From an optimization exercise on the open Yosys and OpenROAD flow, aimed at small area, a short achievable clock period and few clock cycles per item; shortcuts taken in it are not production practice.
Where RTL was checked, it was by simulation tests only, not by an equivalence proof against the original.

==> build 78 <==
// running_mean_variance
module running_mean_variance (
	input  logic                 clk,
	input  logic                 arst_n,
	input  logic                 in_valid,
	output logic                 in_ready,
	input  logic [rmv_pkg::SAMPLE_W-1:0]  in_sample,
	input  logic                 in_restart,
	output logic                 out_valid,
	input  logic                 out_ready,
	output logic [rmv_pkg::CNT_W-1:0]     out_count,
	output logic [rmv_pkg::SAMPLE_W-1:0]  out_mean,
	output logic [rmv_pkg::VAR_W-1:0]     out_variance,
	output logic [rmv_pkg::RES_W-1:0]     out_std_dev,
	output logic [rmv_pkg::RES_W-1:0]     out_std_err_mean,
	output logic                 out_variance_invalid,
	output logic                 out_overflow,
	input  logic                 cfg_valid,
	output logic                 cfg_ready,
	input  logic                 cfg_data
);
clock: 11.0 ns
lec_check: 0
cap_margin: 20
core_margin: 2
core_utilization: 40
slew_margin: 20
run.sh (not shown) runs the stock make flow with config.mk's settings and CLKGATE_MAP_FILE= SYNTH_SCRIPT=/design/flow/synth_recipe.tcl, a recipe that flattens the netlist after the stock synthesis.
==> build 94: changes against build 78 <==
--- a/flow/design.v
+++ b/flow/design.v
@@ -49,35 +49,34 @@
 	logic                 s1_run_q;
 	logic                 s1_done_q;
 	logic [4:0]           t_q;
 	logic                 ovf1_q;
 	logic                 rst1_q;
 	logic                 xbit_q;
 	logic                 sbit_q;
 	logic                 nbit_q;
-	logic                 first_q;
 	logic [DW-1:0]        acc_q;
 	logic [13:0]          mrem_q;
 	logic [15:0]          mq_q;
 	logic                 s2_run_q;
 	logic [5:0]           s_cnt_q;
 	logic                 valid_q;
 	logic [RW-1:0]        dv_q;
 	logic [CW-1:0]        n2_q;
-	logic [RW-2:0]        rem_q;
+	logic [RW:0]          rem_q;      
 	logic [VW-1:0]        vq_q;
 	logic [HW-1:0]        mean2_q;
 	logic                 ovf2_q;
 	logic                 inv2_q;
-	logic [13:0]          wrem_q;
+	logic [15:0]          wrem_q;     
 	logic [1:0]           wq_q;
-	logic [16:0]          rv_q;
+	logic [18:0]          rv_q;       
 	logic [HW-1:0]        rootv_q;
-	logic [16:0]          rw_q;
+	logic [18:0]          rw_q;       
 	logic [HW-1:0]        rootw_q;
 	logic accept, handoff, upd, s2_free, ovf_new;
 	assign in_ready  = !x_full_q;
 	assign cfg_ready = 1'b1;
 	assign accept    = in_valid && !x_full_q;
 	assign s2_free   = !s2_run_q && (!valid_q || out_ready);
 	assign handoff   = s1_done_q && s2_free;
 	assign upd       = x_full_q && (!s1_run_q && (!s1_done_q || s2_free));
@@ -191,30 +190,28 @@
 			end
 		end
 	end
 	logic [13:0]     mrem0;
 	logic [14:0]     mrem_sh;
 	logic [15:0]     mrem_sub;
 	logic [DW-1:0]   h_a, h_n, h_s, h_x, h_c, s_ext;
 	logic [DW:0]     h_sum;
-	logic            h_cin;
 	logic [4:0]      jsel;
 	always_comb begin
 		mrem0    = s_q[SW-1:16] + (s_q[SW-1] ? n_q[13:0] : 14'd0);
 		mrem_sh  = {mrem_q, mq_q[15]};
 		mrem_sub = {1'b0, mrem_sh} - {1'b0, n_q};
 		s_ext    = {{(DW-SW){s_q[SW-1]}}, s_q};
-		h_a      = first_q ? '0 : {acc_q[DW-2:0], 1'b0};
+		h_a      = {acc_q[DW-2:0], 1'b0};
 		h_n      = nbit_q ? DW'(q_q) : '0;
-		h_s      = sbit_q ? (first_q ? s_ext : ~s_ext) : '0;
-		h_cin    = sbit_q && !first_q;
+		h_s      = sbit_q ? ~s_ext : '0;
 		h_x      = h_a ^ h_n ^ h_s;
 		h_c      = (h_a & h_n) | (h_a & h_s) | (h_n & h_s);
-		h_sum    = {1'b0, h_x} + {1'b0, h_c[DW-2:0], h_cin};
+		h_sum    = {1'b0, h_x} + {1'b0, h_c[DW-2:0], sbit_q};
 		jsel     = 5'd30 - t_q;
 	end
 	always_ff @(posedge clk) begin
 		if (accept) begin
 			x_q  <= {{16{in_sample[15]}}, in_sample};
 			xr_q <= in_restart;
 		end else if (s1_run_q && t_q <= 5'd16) begin
 			x_q <= {x_q[30:0], 1'b0};
@@ -222,89 +219,77 @@
 		if (upd) begin
 			ovf1_q <= ovf_new;
 			rst1_q <= xr_q;
 			xbit_q <= x_q[0];
 		end else if (s1_run_q) begin
 			xbit_q  <= x_q[{t_q[3:0], 1'b0} - 5'd1];
 			sbit_q  <= (jsel < 5'd30) ? s_q[jsel] : 1'b0;
 			nbit_q  <= (jsel < 5'd15) ? n_q[jsel[3:0]] : 1'b0;
-			first_q <= (t_q == 5'd1);
-			if (t_q >= 5'd2) begin
+			if (t_q == 5'd1) begin
+				acc_q <= s_q[SW-1] ? s_ext : '0;
+			end else begin
 				acc_q <= h_sum[DW-1:0];
 			end
 			if (t_q == 5'd1) begin
 				mrem_q <= mrem0;
 				mq_q   <= s_q[15:0];
 			end else if (t_q <= 5'd17) begin
 				mrem_q <= mrem_sub[15] ? mrem_sh[13:0] : mrem_sub[13:0];
 				mq_q   <= {mq_q[14:0], !mrem_sub[15]};
 			end
 		end
 	end
-	logic [RW-1:0] rem_sh;
-	logic [RW:0]   rem_sub;
+	logic [RW+1:0] rem_sum;
 	logic          qbit;
-	logic [14:0]   wrem_sh;
-	logic [15:0]   wrem_sub;
+	logic [16:0]   wrem_sum;
 	logic          wbit;
-	logic [18:0]   tv, tw;
-	logic [18:0]   subv, subw;
+	logic [19:0]   sumv, sumw;
 	logic          sq_v_step, sq_w_step;
 	logic [1:0]    pv, pw;
 	always_comb begin
-		rem_sh   = {rem_q, vq_q[VW-1]};
-		rem_sub  = {1'b0, rem_sh} - {1'b0, dv_q};
-		qbit     = !rem_sub[RW] && !inv2_q;
-		wrem_sh  = {wrem_q, vq_q[0]};
-		wrem_sub = {1'b0, wrem_sh} - {1'b0, n2_q};
-		wbit     = !wrem_sub[15];
+		rem_sum  = {rem_q[RW-1:0], vq_q[VW-1], 1'b1}
+		         + (rem_q[RW] ? {1'b0, dv_q, 1'b0} : {1'b1, ~dv_q, 1'b1});
+		qbit     = !rem_sum[RW+1] && !inv2_q;
+		wrem_sum = {wrem_q[14:0], vq_q[0], 1'b1}
+		         + (wrem_q[15] ? {1'b0, n2_q, 1'b0} : {1'b1, ~n2_q, 1'b1});
+		wbit     = !wrem_sum[16];
 		sq_v_step = !s_cnt_q[0] && s_cnt_q >= 6'd2 && s_cnt_q <= 6'd32;
 		sq_w_step = s_cnt_q[0] && s_cnt_q >= 6'd3 && s_cnt_q <= 6'd33;
 		pv        = {vq_q[1] && s_cnt_q != 6'd2, vq_q[0]};
 		pw        = {wq_q[1] && s_cnt_q != 6'd3, wq_q[0]};
-		tv        = {rv_q, pv};
-		tw        = {rw_q, pw};
-		subv      = tv - {1'b0, rootv_q, 2'b01};
-		subw      = tw - {1'b0, rootw_q, 2'b01};
+		sumv      = {rv_q[16:0], pv, 1'b1}
+		          + (rv_q[18] ? {1'b0, rootv_q, 2'b11, 1'b0} : {1'b1, ~rootv_q, 2'b10, 1'b1});
+		sumw      = {rw_q[16:0], pw, 1'b1}
+		          + (rw_q[18] ? {1'b0, rootw_q, 2'b11, 1'b0} : {1'b1, ~rootw_q, 2'b10, 1'b1});
 	end
 	always_ff @(posedge clk) begin
 		if (handoff) begin
-			rem_q   <= {1'b0, acc_q[DW-1:VW]};
+			rem_q   <= {3'b0, acc_q[DW-1:VW]};
 			vq_q    <= acc_q[VW-1:0];
 			mean2_q <= mq_q + HW'(s_q[SW-1] && mrem_q != '0);
 			ovf2_q  <= ovf1_q;
 			inv2_q  <= bessel_q && (n_q == CW'(1));
 			rv_q    <= '0;
 			rootv_q <= '0;
 			rw_q    <= '0;
 			rootw_q <= '0;
 			wrem_q  <= '0;
 		end else if (s2_run_q) begin
 			if (s_cnt_q <= 6'd31) begin
-				rem_q <= qbit ? rem_sub[RW-2:0] : rem_sh[RW-2:0];
+				rem_q <= rem_sum[RW+1:1];
 				vq_q  <= {vq_q[VW-2:0], qbit};
 			end
 			if (s_cnt_q >= 6'd2 && s_cnt_q <= 6'd32) begin
-				wrem_q <= wbit ? wrem_sub[13:0] : wrem_sh[13:0];
+				wrem_q <= wrem_sum[16:1];
 				wq_q   <= {wq_q[0], wbit};
 			end
 			if (sq_v_step) begin
-				if (!subv[18]) begin
-					rv_q    <= subv[16:0];
-					rootv_q <= {rootv_q[14:0], 1'b1};
-				end else begin
-					rv_q    <= tv[16:0];
-					rootv_q <= {rootv_q[14:0], 1'b0};
-				end
+				rv_q    <= sumv[19:1];
+				rootv_q <= {rootv_q[14:0], !sumv[19]};
 			end
 			if (sq_w_step) begin
-				if (!subw[18]) begin
-					rw_q    <= subw[16:0];
-					rootw_q <= {rootw_q[14:0], 1'b1};
-				end else begin
-					rw_q    <= tw[16:0];
-					rootw_q <= {rootw_q[14:0], 1'b0};
-				end
+				rw_q    <= sumw[19:1];
+				rootw_q <= {rootw_q[14:0], !sumw[19]};
 			end
 		end
 	end
 endmodule
==> build 40: changes against build 78 <==
--- a/flow/design.v
+++ b/flow/design.v
@@ -34,17 +34,16 @@
 	localparam int CW = rmv_pkg::CNT_W;      
 	localparam int SW = rmv_pkg::SUM_W;      
 	localparam int QW = rmv_pkg::SQ_W;       
 	localparam int DW = rmv_pkg::D_W;        
 	localparam int VW = rmv_pkg::VAR_W;      
 	localparam int RW = rmv_pkg::DIVR_W;     
 	localparam int HW = rmv_pkg::RES_W;      
 	logic                 bessel_q;
-	logic                 cfg_chg_q;
 	logic [CW-1:0]        n_q;
 	logic signed [SW-1:0] s_q;
 	logic [QW-1:0]        q_q;
 	logic                 x_full_q;
 	logic [31:0]          x_q;
 	logic                 xr_q;
 	logic                 s1_run_q;
 	logic                 s1_done_q;
@@ -128,93 +127,72 @@
 					s2_run_q <= 1'b0;
 					valid_q  <= 1'b1;
 				end
 			end else if (valid_q && out_ready) begin
 				valid_q <= 1'b0;
 			end
 		end
 	end
-	logic [QW-1:0] sq_add;
-	logic          sq_neg;
-	logic [QW:0]   q_sum;
-	logic [RW-1:0] dv_op;
-	logic          dv_cin, cfg_chg;
-	logic [RW:0]   dv_sum;
+	logic [43:0] sq_add;
+	logic        sq_neg;
 	always_comb begin
 		sq_neg = (t_q == 5'd16);
-		sq_add = {{(QW-32){x_q[31]}}, x_q};
+		sq_add = {{12{x_q[31]}}, x_q};
 		if (sq_neg) sq_add = ~sq_add;
-		q_sum  = {q_q, 1'b1} + {sq_add, sq_neg};
-		cfg_chg = cfg_chg_q;
-		dv_op   = {{(RW-CW-1){1'b0}}, n2_q, !bessel_q};
-		dv_cin  = 1'b0;
-		if (cfg_chg) begin
-			dv_op  = {{(RW-CW){bessel_q}}, bessel_q ? ~n2_q : n2_q};
-			dv_cin = bessel_q;
-		end
-		dv_sum = {dv_q, 1'b1} + {dv_op, dv_cin};
 	end
 	always_ff @(posedge clk or negedge arst_n) begin
 		if (!arst_n) begin
 			bessel_q <= 1'b0;
-			cfg_chg_q <= 1'b0;
 			n_q      <= '0;
 			s_q      <= '0;
 			q_q      <= '0;
 			dv_q     <= '0;
 			n2_q     <= '0;
 		end else begin
-			cfg_chg_q <= cfg_valid && (cfg_data != bessel_q);
 			if (cfg_valid) begin
 				bessel_q <= cfg_data;
 			end
 			if (upd) begin
 				if (xr_q) begin
 					n_q <= CW'(1);
 					s_q <= {{(SW-16){x_q[15]}}, x_q[15:0]};
 					q_q <= '0;
 				end else if (!ovf_new) begin
 					n_q <= n_q + CW'(1);
 					s_q <= s_q + {{(SW-16){x_q[15]}}, x_q[15:0]};
 				end
 			end else if (s1_run_q && t_q <= 5'd16 && !ovf1_q && xbit_q) begin
-				q_q <= q_sum[QW:1];
-			end
-			if (cfg_chg) begin
-				dv_q <= dv_sum[RW:1];
+				q_q <= q_q + QW'({sq_add[43], sq_add}) + QW'(sq_neg);
+			end
+			if (cfg_valid && cfg_data != bessel_q) begin
+				dv_q <= cfg_data ? dv_q - RW'(n2_q) : dv_q + RW'(n2_q);
 			end else if (handoff) begin
 				n2_q <= n_q;
 				if (rst1_q) begin
 					dv_q <= RW'(!bessel_q);
 				end else if (!ovf1_q) begin
-					dv_q <= dv_sum[RW:1];
-				end
-			end
-		end
-	end
-	logic [13:0]     mrem0;
+					dv_q <= dv_q + RW'({n2_q, 1'b1}) - RW'(bessel_q);
+				end
+			end
+		end
+	end
+	logic [SW-1:0]   s_abs;
 	logic [14:0]     mrem_sh;
 	logic [15:0]     mrem_sub;
-	logic [DW-1:0]   h_a, h_n, h_s, h_x, h_c, s_ext;
-	logic [DW:0]     h_sum;
-	logic            h_cin;
+	logic [DW-1:0]   h_n, h_s, h_next, s_ext;
 	logic [4:0]      jsel;
 	always_comb begin
-		mrem0    = s_q[SW-1:16] + (s_q[SW-1] ? n_q[13:0] : 14'd0);
+		s_abs    = s_q[SW-1] ? SW'(-s_q) : SW'(s_q);
 		mrem_sh  = {mrem_q, mq_q[15]};
 		mrem_sub = {1'b0, mrem_sh} - {1'b0, n_q};
+		h_n      = nbit_q ? DW'(q_q) : '0;
 		s_ext    = {{(DW-SW){s_q[SW-1]}}, s_q};
-		h_a      = first_q ? '0 : {acc_q[DW-2:0], 1'b0};
-		h_n      = nbit_q ? DW'(q_q) : '0;
-		h_s      = sbit_q ? (first_q ? s_ext : ~s_ext) : '0;
-		h_cin    = sbit_q && !first_q;
-		h_x      = h_a ^ h_n ^ h_s;
-		h_c      = (h_a & h_n) | (h_a & h_s) | (h_n & h_s);
-		h_sum    = {1'b0, h_x} + {1'b0, h_c[DW-2:0], h_cin};
+		h_s      = sbit_q ? (first_q ? s_ext : -s_ext) : '0;
+		h_next   = (first_q ? '0 : {acc_q[DW-2:0], 1'b0}) + h_n + h_s;
 		jsel     = 5'd30 - t_q;
 	end
 	always_ff @(posedge clk) begin
 		if (accept) begin
 			x_q  <= {{16{in_sample[15]}}, in_sample};
 			xr_q <= in_restart;
 		end else if (s1_run_q && t_q <= 5'd16) begin
 			x_q <= {x_q[30:0], 1'b0};
@@ -224,21 +202,21 @@
 			rst1_q <= xr_q;
 			xbit_q <= x_q[0];
 		end else if (s1_run_q) begin
 			xbit_q  <= x_q[{t_q[3:0], 1'b0} - 5'd1];
 			sbit_q  <= (jsel < 5'd30) ? s_q[jsel] : 1'b0;
 			nbit_q  <= (jsel < 5'd15) ? n_q[jsel[3:0]] : 1'b0;
 			first_q <= (t_q == 5'd1);
 			if (t_q >= 5'd2) begin
-				acc_q <= h_sum[DW-1:0];
+				acc_q <= h_next;
 			end
 			if (t_q == 5'd1) begin
-				mrem_q <= mrem0;
-				mq_q   <= s_q[15:0];
+				mrem_q <= s_abs[29:16];
+				mq_q   <= s_abs[15:0];
 			end else if (t_q <= 5'd17) begin
 				mrem_q <= mrem_sub[15] ? mrem_sh[13:0] : mrem_sub[13:0];
 				mq_q   <= {mq_q[14:0], !mrem_sub[15]};
 			end
 		end
 	end
 	logic [RW-1:0] rem_sh;
 	logic [RW:0]   rem_sub;
@@ -265,17 +243,17 @@
 		tw        = {rw_q, pw};
 		subv      = tv - {1'b0, rootv_q, 2'b01};
 		subw      = tw - {1'b0, rootw_q, 2'b01};
 	end
 	always_ff @(posedge clk) begin
 		if (handoff) begin
 			rem_q   <= {1'b0, acc_q[DW-1:VW]};
 			vq_q    <= acc_q[VW-1:0];
-			mean2_q <= mq_q + HW'(s_q[SW-1] && mrem_q != '0);
+			mean2_q <= s_q[SW-1] ? -mq_q : mq_q;
 			ovf2_q  <= ovf1_q;
 			inv2_q  <= bessel_q && (n_q == CW'(1));
 			rv_q    <= '0;
 			rootv_q <= '0;
 			rw_q    <= '0;
 			rootw_q <= '0;
 			wrem_q  <= '0;
 		end else if (s2_run_q) begin
==> trial 74: changes against build 78 <==
--- a/flow/design.v
+++ b/flow/design.v
@@ -49,41 +49,40 @@
 	logic                 s1_run_q;
 	logic                 s1_done_q;
 	logic [4:0]           t_q;
 	logic                 ovf1_q;
 	logic                 rst1_q;
 	logic                 xbit_q;
 	logic                 sbit_q;
 	logic                 nbit_q;
-	logic                 first_q;
 	logic [DW-1:0]        acc_q;
 	logic [13:0]          mrem_q;
 	logic [15:0]          mq_q;
 	logic                 s2_run_q;
 	logic [5:0]           s_cnt_q;
 	logic                 valid_q;
 	logic [RW-1:0]        dv_q;
 	logic [CW-1:0]        n2_q;
-	logic [RW-2:0]        rem_q;
+	logic [RW:0]          rem_q;      
 	logic [VW-1:0]        vq_q;
 	logic [HW-1:0]        mean2_q;
 	logic                 ovf2_q;
 	logic                 inv2_q;
-	logic [13:0]          wrem_q;
+	logic [15:0]          wrem_q;     
 	logic [1:0]           wq_q;
-	logic [16:0]          rv_q;
+	logic [18:0]          rv_q;       
 	logic [HW-1:0]        rootv_q;
-	logic [16:0]          rw_q;
+	logic [18:0]          rw_q;       
 	logic [HW-1:0]        rootw_q;
 	logic accept, handoff, upd, s2_free, ovf_new;
 	assign in_ready  = !x_full_q;
 	assign cfg_ready = 1'b1;
 	assign accept    = in_valid && !x_full_q;
-	assign s2_free   = !s2_run_q && (!valid_q || out_ready);
+	assign s2_free   = !s2_run_q && !valid_q;
 	assign handoff   = s1_done_q && s2_free;
 	assign upd       = x_full_q && (!s1_run_q && (!s1_done_q || s2_free));
 	assign ovf_new   = !xr_q && n_q[CW-1];
 	assign out_valid            = valid_q;
 	assign out_count            = n2_q;
 	assign out_mean             = mean2_q;
 	assign out_variance         = vq_q;
 	assign out_std_dev          = rootv_q;
@@ -128,27 +127,22 @@
 					s2_run_q <= 1'b0;
 					valid_q  <= 1'b1;
 				end
 			end else if (valid_q && out_ready) begin
 				valid_q <= 1'b0;
 			end
 		end
 	end
-	logic [QW-1:0] sq_add;
-	logic          sq_neg;
-	logic [QW:0]   q_sum;
+	logic [QW-1:0] q_sum;
 	logic [RW-1:0] dv_op;
 	logic          dv_cin, cfg_chg;
 	logic [RW:0]   dv_sum;
 	always_comb begin
-		sq_neg = (t_q == 5'd16);
-		sq_add = {{(QW-32){x_q[31]}}, x_q};
-		if (sq_neg) sq_add = ~sq_add;
-		q_sum  = {q_q, 1'b1} + {sq_add, sq_neg};
+		q_sum  = q_q + QW'(x_q);
 		cfg_chg = cfg_chg_q;
 		dv_op   = {{(RW-CW-1){1'b0}}, n2_q, !bessel_q};
 		dv_cin  = 1'b0;
 		if (cfg_chg) begin
 			dv_op  = {{(RW-CW){bessel_q}}, bessel_q ? ~n2_q : n2_q};
 			dv_cin = bessel_q;
 		end
 		dv_sum = {dv_q, 1'b1} + {dv_op, dv_cin};
@@ -172,17 +166,17 @@
 					n_q <= CW'(1);
 					s_q <= {{(SW-16){x_q[15]}}, x_q[15:0]};
 					q_q <= '0;
 				end else if (!ovf_new) begin
 					n_q <= n_q + CW'(1);
 					s_q <= s_q + {{(SW-16){x_q[15]}}, x_q[15:0]};
 				end
 			end else if (s1_run_q && t_q <= 5'd16 && !ovf1_q && xbit_q) begin
-				q_q <= q_sum[QW:1];
+				q_q <= q_sum;
 			end
 			if (cfg_chg) begin
 				dv_q <= dv_sum[RW:1];
 			end else if (handoff) begin
 				n2_q <= n_q;
 				if (rst1_q) begin
 					dv_q <= RW'(!bessel_q);
 				end else if (!ovf1_q) begin
@@ -191,120 +185,108 @@
 			end
 		end
 	end
 	logic [13:0]     mrem0;
 	logic [14:0]     mrem_sh;
 	logic [15:0]     mrem_sub;
 	logic [DW-1:0]   h_a, h_n, h_s, h_x, h_c, s_ext;
 	logic [DW:0]     h_sum;
-	logic            h_cin;
 	logic [4:0]      jsel;
 	always_comb begin
 		mrem0    = s_q[SW-1:16] + (s_q[SW-1] ? n_q[13:0] : 14'd0);
 		mrem_sh  = {mrem_q, mq_q[15]};
 		mrem_sub = {1'b0, mrem_sh} - {1'b0, n_q};
 		s_ext    = {{(DW-SW){s_q[SW-1]}}, s_q};
-		h_a      = first_q ? '0 : {acc_q[DW-2:0], 1'b0};
+		h_a      = {acc_q[DW-2:0], 1'b0};
 		h_n      = nbit_q ? DW'(q_q) : '0;
-		h_s      = sbit_q ? (first_q ? s_ext : ~s_ext) : '0;
-		h_cin    = sbit_q && !first_q;
+		h_s      = sbit_q ? ~s_ext : '0;
 		h_x      = h_a ^ h_n ^ h_s;
 		h_c      = (h_a & h_n) | (h_a & h_s) | (h_n & h_s);
-		h_sum    = {1'b0, h_x} + {1'b0, h_c[DW-2:0], h_cin};
+		h_sum    = {1'b0, h_x} + {1'b0, h_c[DW-2:0], sbit_q};
 		jsel     = 5'd30 - t_q;
 	end
 	always_ff @(posedge clk) begin
 		if (accept) begin
-			x_q  <= {{16{in_sample[15]}}, in_sample};
+			x_q  <= {16'b0, in_sample};
 			xr_q <= in_restart;
+		end else if (upd) begin
+			x_q <= {16'b0, x_q[15] ? -x_q[15:0] : x_q[15:0]};
 		end else if (s1_run_q && t_q <= 5'd16) begin
 			x_q <= {x_q[30:0], 1'b0};
 		end
 		if (upd) begin
 			ovf1_q <= ovf_new;
 			rst1_q <= xr_q;
 			xbit_q <= x_q[0];
 		end else if (s1_run_q) begin
 			xbit_q  <= x_q[{t_q[3:0], 1'b0} - 5'd1];
 			sbit_q  <= (jsel < 5'd30) ? s_q[jsel] : 1'b0;
 			nbit_q  <= (jsel < 5'd15) ? n_q[jsel[3:0]] : 1'b0;
-			first_q <= (t_q == 5'd1);
-			if (t_q >= 5'd2) begin
+			if (t_q == 5'd1) begin
+				acc_q <= s_q[SW-1] ? s_ext : '0;
+			end else begin
 				acc_q <= h_sum[DW-1:0];
 			end
 			if (t_q == 5'd1) begin
 				mrem_q <= mrem0;
 				mq_q   <= s_q[15:0];
 			end else if (t_q <= 5'd17) begin
 				mrem_q <= mrem_sub[15] ? mrem_sh[13:0] : mrem_sub[13:0];
 				mq_q   <= {mq_q[14:0], !mrem_sub[15]};
 			end
 		end
 	end
-	logic [RW-1:0] rem_sh;
-	logic [RW:0]   rem_sub;
+	logic [RW+1:0] rem_sum;
 	logic          qbit;
-	logic [14:0]   wrem_sh;
-	logic [15:0]   wrem_sub;
+	logic [16:0]   wrem_sum;
 	logic          wbit;
-	logic [18:0]   tv, tw;
-	logic [18:0]   subv, subw;
+	logic [19:0]   sumv, sumw;
 	logic          sq_v_step, sq_w_step;
 	logic [1:0]    pv, pw;
 	always_comb begin
-		rem_sh   = {rem_q, vq_q[VW-1]};
-		rem_sub  = {1'b0, rem_sh} - {1'b0, dv_q};
-		qbit     = !rem_sub[RW] && !inv2_q;
-		wrem_sh  = {wrem_q, vq_q[0]};
-		wrem_sub = {1'b0, wrem_sh} - {1'b0, n2_q};
-		wbit     = !wrem_sub[15];
+		rem_sum  = {rem_q[RW-1:0], vq_q[VW-1], 1'b1}
+		         + (rem_q[RW] ? {1'b0, dv_q, 1'b0} : {1'b1, ~dv_q, 1'b1});
+		qbit     = !rem_sum[RW+1] && !inv2_q;
+		wrem_sum = {wrem_q[14:0], vq_q[0], 1'b1}
+		         + (wrem_q[15] ? {1'b0, n2_q, 1'b0} : {1'b1, ~n2_q, 1'b1});
+		wbit     = !wrem_sum[16];
 		sq_v_step = !s_cnt_q[0] && s_cnt_q >= 6'd2 && s_cnt_q <= 6'd32;
 		sq_w_step = s_cnt_q[0] && s_cnt_q >= 6'd3 && s_cnt_q <= 6'd33;
 		pv        = {vq_q[1] && s_cnt_q != 6'd2, vq_q[0]};
 		pw        = {wq_q[1] && s_cnt_q != 6'd3, wq_q[0]};
-		tv        = {rv_q, pv};
-		tw        = {rw_q, pw};
-		subv      = tv - {1'b0, rootv_q, 2'b01};
-		subw      = tw - {1'b0, rootw_q, 2'b01};
+		sumv      = {rv_q[16:0], pv, 1'b1}
+		          + (rv_q[18] ? {1'b0, rootv_q, 2'b11, 1'b0} : {1'b1, ~rootv_q, 2'b10, 1'b1});
+		sumw      = {rw_q[16:0], pw, 1'b1}
+		          + (rw_q[18] ? {1'b0, rootw_q, 2'b11, 1'b0} : {1'b1, ~rootw_q, 2'b10, 1'b1});
 	end
 	always_ff @(posedge clk) begin
 		if (handoff) begin
-			rem_q   <= {1'b0, acc_q[DW-1:VW]};
+			rem_q   <= {3'b0, acc_q[DW-1:VW]};
 			vq_q    <= acc_q[VW-1:0];
 			mean2_q <= mq_q + HW'(s_q[SW-1] && mrem_q != '0);
 			ovf2_q  <= ovf1_q;
 			inv2_q  <= bessel_q && (n_q == CW'(1));
 			rv_q    <= '0;
 			rootv_q <= '0;
 			rw_q    <= '0;
 			rootw_q <= '0;
 			wrem_q  <= '0;
 		end else if (s2_run_q) begin
 			if (s_cnt_q <= 6'd31) begin
-				rem_q <= qbit ? rem_sub[RW-2:0] : rem_sh[RW-2:0];
+				rem_q <= rem_sum[RW+1:1];
 				vq_q  <= {vq_q[VW-2:0], qbit};
 			end
 			if (s_cnt_q >= 6'd2 && s_cnt_q <= 6'd32) begin
-				wrem_q <= wbit ? wrem_sub[13:0] : wrem_sh[13:0];
+				wrem_q <= wrem_sum[16:1];
 				wq_q   <= {wq_q[0], wbit};
 			end
 			if (sq_v_step) begin
-				if (!subv[18]) begin
-					rv_q    <= subv[16:0];
-					rootv_q <= {rootv_q[14:0], 1'b1};
-				end else begin
-					rv_q    <= tv[16:0];
-					rootv_q <= {rootv_q[14:0], 1'b0};
-				end
+				rv_q    <= sumv[19:1];
+				rootv_q <= {rootv_q[14:0], !sumv[19]};
 			end
 			if (sq_w_step) begin
-				if (!subw[18]) begin
-					rw_q    <= subw[16:0];
-					rootw_q <= {rootw_q[14:0], 1'b1};
-				end else begin
-					rw_q    <= tw[16:0];
-					rootw_q <= {rootw_q[14:0], 1'b0};
-				end
+				rw_q    <= sumw[19:1];
+				rootw_q <= {rootw_q[14:0], !sumw[19]};
 			end
 		end
 	end
 endmodule
==> notes <==
- Routed wire length, highest first: build 40, build 94, build 78, trial 74.
- Of trial 74 and build 78, build 78 has the higher critical path depth (gap 1).
- Final cell count: build 40 > build 94 > build 78 > trial 74.
- Of build 78 and build 40, build 40 has the higher first-iteration DRC count (gap about 8%, measured against build 40).
- Of build 78 and build 94, build 94 has the higher setup slack (gap 0.41 ns).
- Of build 94 and build 78, build 94 has the higher register-to-register slack (gap 0.41 ns).
- Between build 40 and build 94, the lower non-clock buffer count is in build 40 (gap 3).
- Sequential share of layout area: build 40 < build 94 < build 78 < trial 74.
==> figures <==
item                                                                             build 78              trial 74                  build 40               build 94
Clock tree buffer count of the final layout                                            71                    81                        74                     68
Worst-path cell with the longest stage delay                                       and2_2               o41ai_1                     or4_4                  buf_4
Netlist area before placement                                                 34600 sq um           33400 sq um               36300 sq um            34800 sq um
Count of different cell masters after synthesis                                       102                    93                        91                     94
Number of antenna diodes                                                                1                     1                         1                      0
Critical path startpoint category                                                    flop                  flop                      flop             input port
Highest Clock Rate                                                              0.184 GHz             0.199 GHz                 0.140 GHz              0.199 GHz
Worst r2r path cells                                                                   16                    15                        25                     17
Synthesized area divided by synthesized cell count                             8.83 sq um            8.78 sq um                8.51 sq um             8.69 sq um
Run status                                                       timing/DRC/antenna clean  timing/DRC/antenna clean  timing/DRC/antenna clean  timing/DRC/antenna clean
Setup CP Type                                                                flop to flop          flop to flop              flop to flop     input port to flop
Worst slew slack as a fraction of its limit                                         27.2%                 31.3%                     28.6%                  29.8%
Min-Delay Startpoint                                             rootv_q[15]$_SDFFE_PP0P_  rv_q[6]$_SDFFE_PP0P_  rootw_q[15]$_SDFFE_PP0P_  rw_q[10]$_SDFFE_PP0P_
Insertion delay of the later-clocked pin in the worst-skew pair                   0.64 ns               0.61 ns                   0.64 ns                0.63 ns
Minimum clock period after layout                                                 5.43 ns               5.03 ns                   7.14 ns                5.02 ns
Critical path required time                                                      11.37 ns              11.30 ns                  11.44 ns               11.38 ns
Worst R2R End                                                         acc_q[56]$_DFFE_PP_   acc_q[54]$_DFFE_PP_       acc_q[57]$_DFFE_PP_    q_q[44]$_DFFE_PN0P_
Number of synthesized flops with an enable pin                                        205                   188                       205                    204
TritonCTS Buffers                                                                      54                    53                        56                     56
Share of the clock period used by the worst path                                    49.4%                 45.7%                     64.9%                  45.7%
Number of sinks handled by clock tree synthesis                                       438                   443                       437                    443
Testbench counts of build 78, summed over its fixed seeds: cycles 54,672, items 1,600.
Testbench counts of build 40, summed over its fixed seeds: cycles 54,672, items 1,600.
The RTL of build 94 and trial 74 was laid out without a check of its function.

re-timing with driven ports:
No port has a modelled driver above. Below, the same layouts with a new extraction and two added sets of constraints.
Step 1: set_driving_cell puts a clkbuf_16 on clk and a buf_2 on each other input, an assumption about the parent block.
Step 2 also shifts input and output timing later by t, the mid clock arrival at the registers, as if the neighbouring blocks saw the same clock.
Slacks: no drivers / after step 1 / after step 2; pairs: no drivers / after step 1.
run	shift t [ns]	setup slack, ns	worst setup path after step 2
build 78	0.694	5.570 / 5.570 / 5.570	register to register
build 94	0.683	5.977 / 5.977 / 5.338	input to register
build 40	0.697	3.861 / 3.861 / 3.861	register to register
trial 74	0.665	5.968 / 5.968 / 5.968	register to register
After both steps every run listed still meets setup and hold. For build 94, which loses most, drivers alone change the setup slack by 0.000 ns; drivers and shift together by -0.639 ns.
